What follows belongs to an exercise in optimizing a design on an open flow for small area and a short achievable clock period; a production flow would make more cautious choices.
In this exercise RTL edits were held to simulation tests only and were not proved equivalent to the original.
Power figures rest on the tool's default switching activity, not on a simulated workload.

## main
==> flow/design.v <==
`default_nettype none
module alu_result_stream (
  input  logic       clk,
  input  logic       reset,
  input  logic       clear,
  input  logic       wr_en,
  input  logic [7:0] wr_o,
  input  logic       wr_zr,
  input  logic       wr_ng,
  output logic       wr_full,
  output logic       overflow,
  output logic [7:0] count,
  output logic       rd_valid,
  input  logic       rd_ready,
  output logic [7:0] rd_o,
  output logic       rd_zr,
  output logic       rd_ng,
  output logic [4:0] rd_func,
  output logic [3:0] rd_opnd,
  output logic       rd_last
);
  localparam int ROWS = 18;
  localparam int COLS = 10;
  localparam logic [ROWS-1:0] C_ROW0 = ~(ROWS'(1));
  localparam logic [COLS-1:0] C_COL0 = ~(COLS'(1));
  logic [9:0]      r_mem [ROWS][COLS];
  logic [ROWS-1:0] r_wrow_n;    
  logic [COLS-1:0] r_wcol_n;
  logic [ROWS-1:0] r_rrow_a;    
  logic [ROWS-1:0] r_rrow_b;    
  logic [COLS-1:0] r_rcol;
  logic [7:0]      r_count;
  logic [4:0]      r_func;
  logic [3:0]      r_opnd;
  logic            r_ovf;
  logic            r_full;
  logic            r_valid;
  logic            r_last;
  logic [9:0]      r_head;      
  logic            w_acc, w_pop;
  logic [9:0]      w_din;
  logic [9:0]      w_next;      
  assign w_din  = {wr_zr, wr_ng, wr_o};
  assign w_acc  = wr_en && !r_full;
  assign w_pop  = r_valid && rd_ready;
  logic [COLS-1:0] w_wcol_n;
  assign w_wcol_n = r_wcol_n | {COLS{r_full}};
  for (genvar r = 0; r < ROWS; r++) begin : g_wr
    for (genvar c = 0; c < COLS; c++) begin : g_wc
      if (r < ROWS - 1 || c < COLS - 1) begin : g_slot
        always_ff @(posedge clk) begin
          if (!(r_wrow_n[r] || w_wcol_n[c])) begin
            r_mem[r][c] <= w_din;
          end
        end
      end
    end
  end
  logic [9:0] w_colsel [COLS];
  always_comb begin
    for (int c = 0; c < COLS; c++) begin
      w_colsel[c] = '0;
      for (int r = 0; r < ROWS; r++) begin
        if (r < ROWS - 1 || c < COLS - 1) begin
          w_colsel[c] = w_colsel[c] |
                        (r_mem[r][c] & {10{(c < COLS / 2) ? r_rrow_a[r] : r_rrow_b[r]}});
        end
      end
    end
    w_next = '0;
    for (int c = 0; c < COLS; c++) begin
      w_next = w_next | (w_colsel[c] & {10{r_rcol[c]}});
    end
  end
  logic w_wwrap, w_rwrap;
  assign w_wwrap = !r_wcol_n[COLS-1] || (!r_wrow_n[ROWS-1] && !r_wcol_n[COLS-2]);
  assign w_rwrap = r_rcol[COLS-1] || (r_rrow_a[ROWS-1] && r_rcol[COLS-2]);
  logic c_is0, c_is1, c_is179;
  assign c_is0   = !r_valid;
  assign c_is1   = (r_count == 8'd1);
  assign c_is179 = (r_count == 8'd179);
  logic i_is178, i_is179;
  assign i_is178 = (r_func == 5'd17) && (r_opnd == 4'd8);
  assign i_is179 = (r_func == 5'd17) && (r_opnd == 4'd9);
  always_ff @(posedge clk or negedge reset) begin
    if (!reset) begin
      r_wrow_n <= C_ROW0;
      r_wcol_n <= C_COL0;
      r_rrow_a <= ROWS'(1);
      r_rrow_b <= ROWS'(1);
      r_rcol   <= COLS'(1);
      r_count  <= 8'd0;
      r_func   <= 5'd0;
      r_opnd   <= 4'd0;
      r_ovf    <= 1'b0;
      r_full   <= 1'b0;
      r_valid  <= 1'b0;
      r_last   <= 1'b0;
      r_head   <= 10'd0;
    end else if (clear) begin
      r_wrow_n <= C_ROW0;
      r_wcol_n <= C_COL0;
      r_rrow_a <= ROWS'(1);
      r_rrow_b <= ROWS'(1);
      r_rcol   <= COLS'(1);
      r_count  <= 8'd0;
      r_func   <= 5'd0;
      r_opnd   <= 4'd0;
      r_ovf    <= 1'b0;
      r_full   <= 1'b0;
      r_valid  <= 1'b0;
      r_last   <= 1'b0;
      r_head   <= 10'd0;
    end else begin
      if (wr_en && r_full) begin
        r_ovf <= 1'b1;
      end
      if (w_acc && !(c_is0 || (c_is1 && w_pop))) begin
        if (w_wwrap) begin
          r_wcol_n <= C_COL0;
          r_wrow_n <= {r_wrow_n[ROWS-2:0], r_wrow_n[ROWS-1]};
        end else begin
          r_wcol_n <= {r_wcol_n[COLS-2:0], r_wcol_n[COLS-1]};
        end
      end
      if (w_pop && !c_is1) begin
        if (w_rwrap) begin
          r_rcol   <= COLS'(1);
          r_rrow_a <= {r_rrow_a[ROWS-2:0], r_rrow_a[ROWS-1]};
          r_rrow_b <= {r_rrow_b[ROWS-2:0], r_rrow_b[ROWS-1]};
        end else begin
          r_rcol   <= {r_rcol[COLS-2:0], r_rcol[COLS-1]};
        end
      end
      if (w_pop) begin
        if (r_opnd == 4'd9) begin
          r_opnd <= 4'd0;
          r_func <= (r_func == 5'd17) ? 5'd0 : r_func + 5'd1;
        end else begin
          r_opnd <= r_opnd + 4'd1;
        end
      end
      case ({w_acc, w_pop})
        2'b10: begin
          r_count <= r_count + 8'd1;
          r_full  <= c_is179;
          r_valid <= 1'b1;
        end
        2'b01: begin
          r_count <= r_count - 8'd1;
          r_full  <= 1'b0;
          r_valid <= !c_is1;
        end
        default: ;
      endcase
      if (w_pop) begin
        r_last <= i_is178 && (w_acc || !c_is1);
      end else begin
        r_last <= i_is179 && (w_acc || !c_is0);
      end
      if (c_is0 || (c_is1 && w_pop)) begin
        r_head <= w_acc ? w_din : 10'd0;
      end else if (w_pop) begin
        r_head <= w_next;
      end
    end
  end
  assign wr_full  = r_full;
  assign overflow = r_ovf;
  assign count    = r_count;
  assign rd_valid = r_valid;
  assign rd_o     = r_head[7:0];
  assign rd_ng    = r_head[8];
  assign rd_zr    = r_head[9];
  assign rd_func  = r_func;
  assign rd_opnd  = r_opnd;
  assign rd_last  = r_last;
endmodule
`default_nettype wire
Settings: LEC_CHECK=0, CAP_MARGIN=40, CORE_MARGIN=2, CORE_UTILIZATION=65, CTS_BUF_LIST=sky130_fd_sc_hd__clkbuf_16, CTS_CLUSTER_DIAMETER=150, CTS_CLUSTER_SIZE=25, SETUP_SLACK_MARGIN=3.1, SLEW_MARGIN=40; clock period 5.5 ns.
run.sh (not shown) runs the stock make flow with config.mk's settings and CLKGATE_MAP_FILE= SYNTH_SCRIPT=/design/flow/synth_recipe.tcl, a recipe that flattens the netlist after the stock synthesis.
Modified inputs, the feature branch compared to main
--- a/flow/design.v
+++ b/flow/design.v
@@ -24,13 +24,12 @@
   localparam logic [ROWS-1:0] C_ROW0 = ~(ROWS'(1));
   localparam logic [COLS-1:0] C_COL0 = ~(COLS'(1));
   logic [9:0]      r_mem [ROWS][COLS];
   logic [ROWS-1:0] r_wrow_n;    
   logic [COLS-1:0] r_wcol_n;
-  logic [ROWS-1:0] r_rrow_a;    
-  logic [ROWS-1:0] r_rrow_b;    
-  logic [COLS-1:0] r_rcol;
+  logic [ROWS-1:0] r_rrow_n;    
+  logic [COLS-1:0] r_rcol_n;
   logic [7:0]      r_count;
   logic [4:0]      r_func;
   logic [3:0]      r_opnd;
   logic            r_ovf;
   logic            r_full;
@@ -57,26 +56,25 @@
     end
   end
   logic [9:0] w_colsel [COLS];
   always_comb begin
     for (int c = 0; c < COLS; c++) begin
-      w_colsel[c] = '0;
+      w_colsel[c] = '1;
       for (int r = 0; r < ROWS; r++) begin
         if (r < ROWS - 1 || c < COLS - 1) begin
-          w_colsel[c] = w_colsel[c] |
-                        (r_mem[r][c] & {10{(c < COLS / 2) ? r_rrow_a[r] : r_rrow_b[r]}});
+          w_colsel[c] = w_colsel[c] & (r_mem[r][c] | {10{r_rrow_n[r]}});
         end
       end
     end
-    w_next = '0;
+    w_next = '1;
     for (int c = 0; c < COLS; c++) begin
-      w_next = w_next | (w_colsel[c] & {10{r_rcol[c]}});
+      w_next = w_next & (w_colsel[c] | {10{r_rcol_n[c]}});
     end
   end
   logic w_wwrap, w_rwrap;
   assign w_wwrap = !r_wcol_n[COLS-1] || (!r_wrow_n[ROWS-1] && !r_wcol_n[COLS-2]);
-  assign w_rwrap = r_rcol[COLS-1] || (r_rrow_a[ROWS-1] && r_rcol[COLS-2]);
+  assign w_rwrap = !r_rcol_n[COLS-1] || (!r_rrow_n[ROWS-1] && !r_rcol_n[COLS-2]);
   logic c_is0, c_is1, c_is179;
   assign c_is0   = !r_valid;
   assign c_is1   = (r_count == 8'd1);
   assign c_is179 = (r_count == 8'd179);
   logic i_is178, i_is179;
@@ -84,13 +82,12 @@
   assign i_is179 = (r_func == 5'd17) && (r_opnd == 4'd9);
   always_ff @(posedge clk or negedge reset) begin
     if (!reset) begin
       r_wrow_n <= C_ROW0;
       r_wcol_n <= C_COL0;
-      r_rrow_a <= ROWS'(1);
-      r_rrow_b <= ROWS'(1);
-      r_rcol   <= COLS'(1);
+      r_rrow_n <= C_ROW0;
+      r_rcol_n <= C_COL0;
       r_count  <= 8'd0;
       r_func   <= 5'd0;
       r_opnd   <= 4'd0;
       r_ovf    <= 1'b0;
       r_full   <= 1'b0;
@@ -98,13 +95,12 @@
       r_last   <= 1'b0;
       r_head   <= 10'd0;
     end else if (clear) begin
       r_wrow_n <= C_ROW0;
       r_wcol_n <= C_COL0;
-      r_rrow_a <= ROWS'(1);
-      r_rrow_b <= ROWS'(1);
-      r_rcol   <= COLS'(1);
+      r_rrow_n <= C_ROW0;
+      r_rcol_n <= C_COL0;
       r_count  <= 8'd0;
       r_func   <= 5'd0;
       r_opnd   <= 4'd0;
       r_ovf    <= 1'b0;
       r_full   <= 1'b0;
@@ -123,15 +119,14 @@
           r_wcol_n <= {r_wcol_n[COLS-2:0], r_wcol_n[COLS-1]};
         end
       end
       if (w_pop && !c_is1) begin
         if (w_rwrap) begin
-          r_rcol   <= COLS'(1);
-          r_rrow_a <= {r_rrow_a[ROWS-2:0], r_rrow_a[ROWS-1]};
-          r_rrow_b <= {r_rrow_b[ROWS-2:0], r_rrow_b[ROWS-1]};
+          r_rcol_n <= C_COL0;
+          r_rrow_n <= {r_rrow_n[ROWS-2:0], r_rrow_n[ROWS-1]};
         end else begin
-          r_rcol   <= {r_rcol[COLS-2:0], r_rcol[COLS-1]};
+          r_rcol_n <= {r_rcol_n[COLS-2:0], r_rcol_n[COLS-1]};
         end
       end
       if (w_pop) begin
         if (r_opnd == 4'd9) begin
           r_opnd <= 4'd0;
## What came out
- Taking main as the reference point, the number of rows created at floorplan of the feature branch falls by 1.
- Against main, the feature branch comes in 0.014 ns higher on worst clock skew on the final layout.
- Higher clock network fraction of total power goes to main over the feature branch.
- Summary of the feature branch over main: count of non-CTS buffers in the layout went up about 11%; area added between synthesis and finish +4.5 points; routed wire length rose by 6.3%; hold slack -0.14 ns; met2 wire length went up by about 2.4%.
- Taking main as the reference, in the feature branch proportion of power drawn by combinational gates went up; design area went up 1400 um^2.
- Worst setup path endpoint: r_head[5] -> main, r_head[6] -> the feature branch
- Between the feature branch and main, the number of standard cells in the layout, taps in and fillers out does not differ in any meaningful way.
- On post-synthesis share of cell area spent on full adders, half adders and majority gates, main tracks the feature branch almost exactly.
- Across both runs, global-route usage was higher for the feature branch than for main.

-- what the ideal ports hide --
How much do the figures lean on ideal ports? The routed layouts below were timed once more, with nothing changed but the port constraints. Step 1 (the two cells are an assumption about what drives the block):
set clk [get_ports {clk}]
set_driving_cell -lib_cell sky130_fd_sc_hd__clkbuf_16 $clk
set_driving_cell -lib_cell sky130_fd_sc_hd__buf_2 [delete_from_list [all_inputs] $clk]
Step 2, shift: input delay + t, output delay - t, t = (earliest + latest rising clock arrival at the registers) / 2. This alone moves slack from input paths to output paths. Slacks: ideal / step 1 / step 2; pairs: ideal / step 1.
| run | shift t [ns] | setup WS [ns] | worst register clock-pin slew, ns |
|---|---|---|---|
| main | 0.770 | 2.905 / 2.905 / 2.462 | 0.11 / 0.11 |
| the feature branch | 0.792 | 2.792 / 2.792 / 2.405 | 0.11 / 0.11 |
After both steps every run listed still meets setup and hold. For main, which loses most, drivers alone change the setup slack by 0.000 ns; drivers and shift together by -0.443 ns.
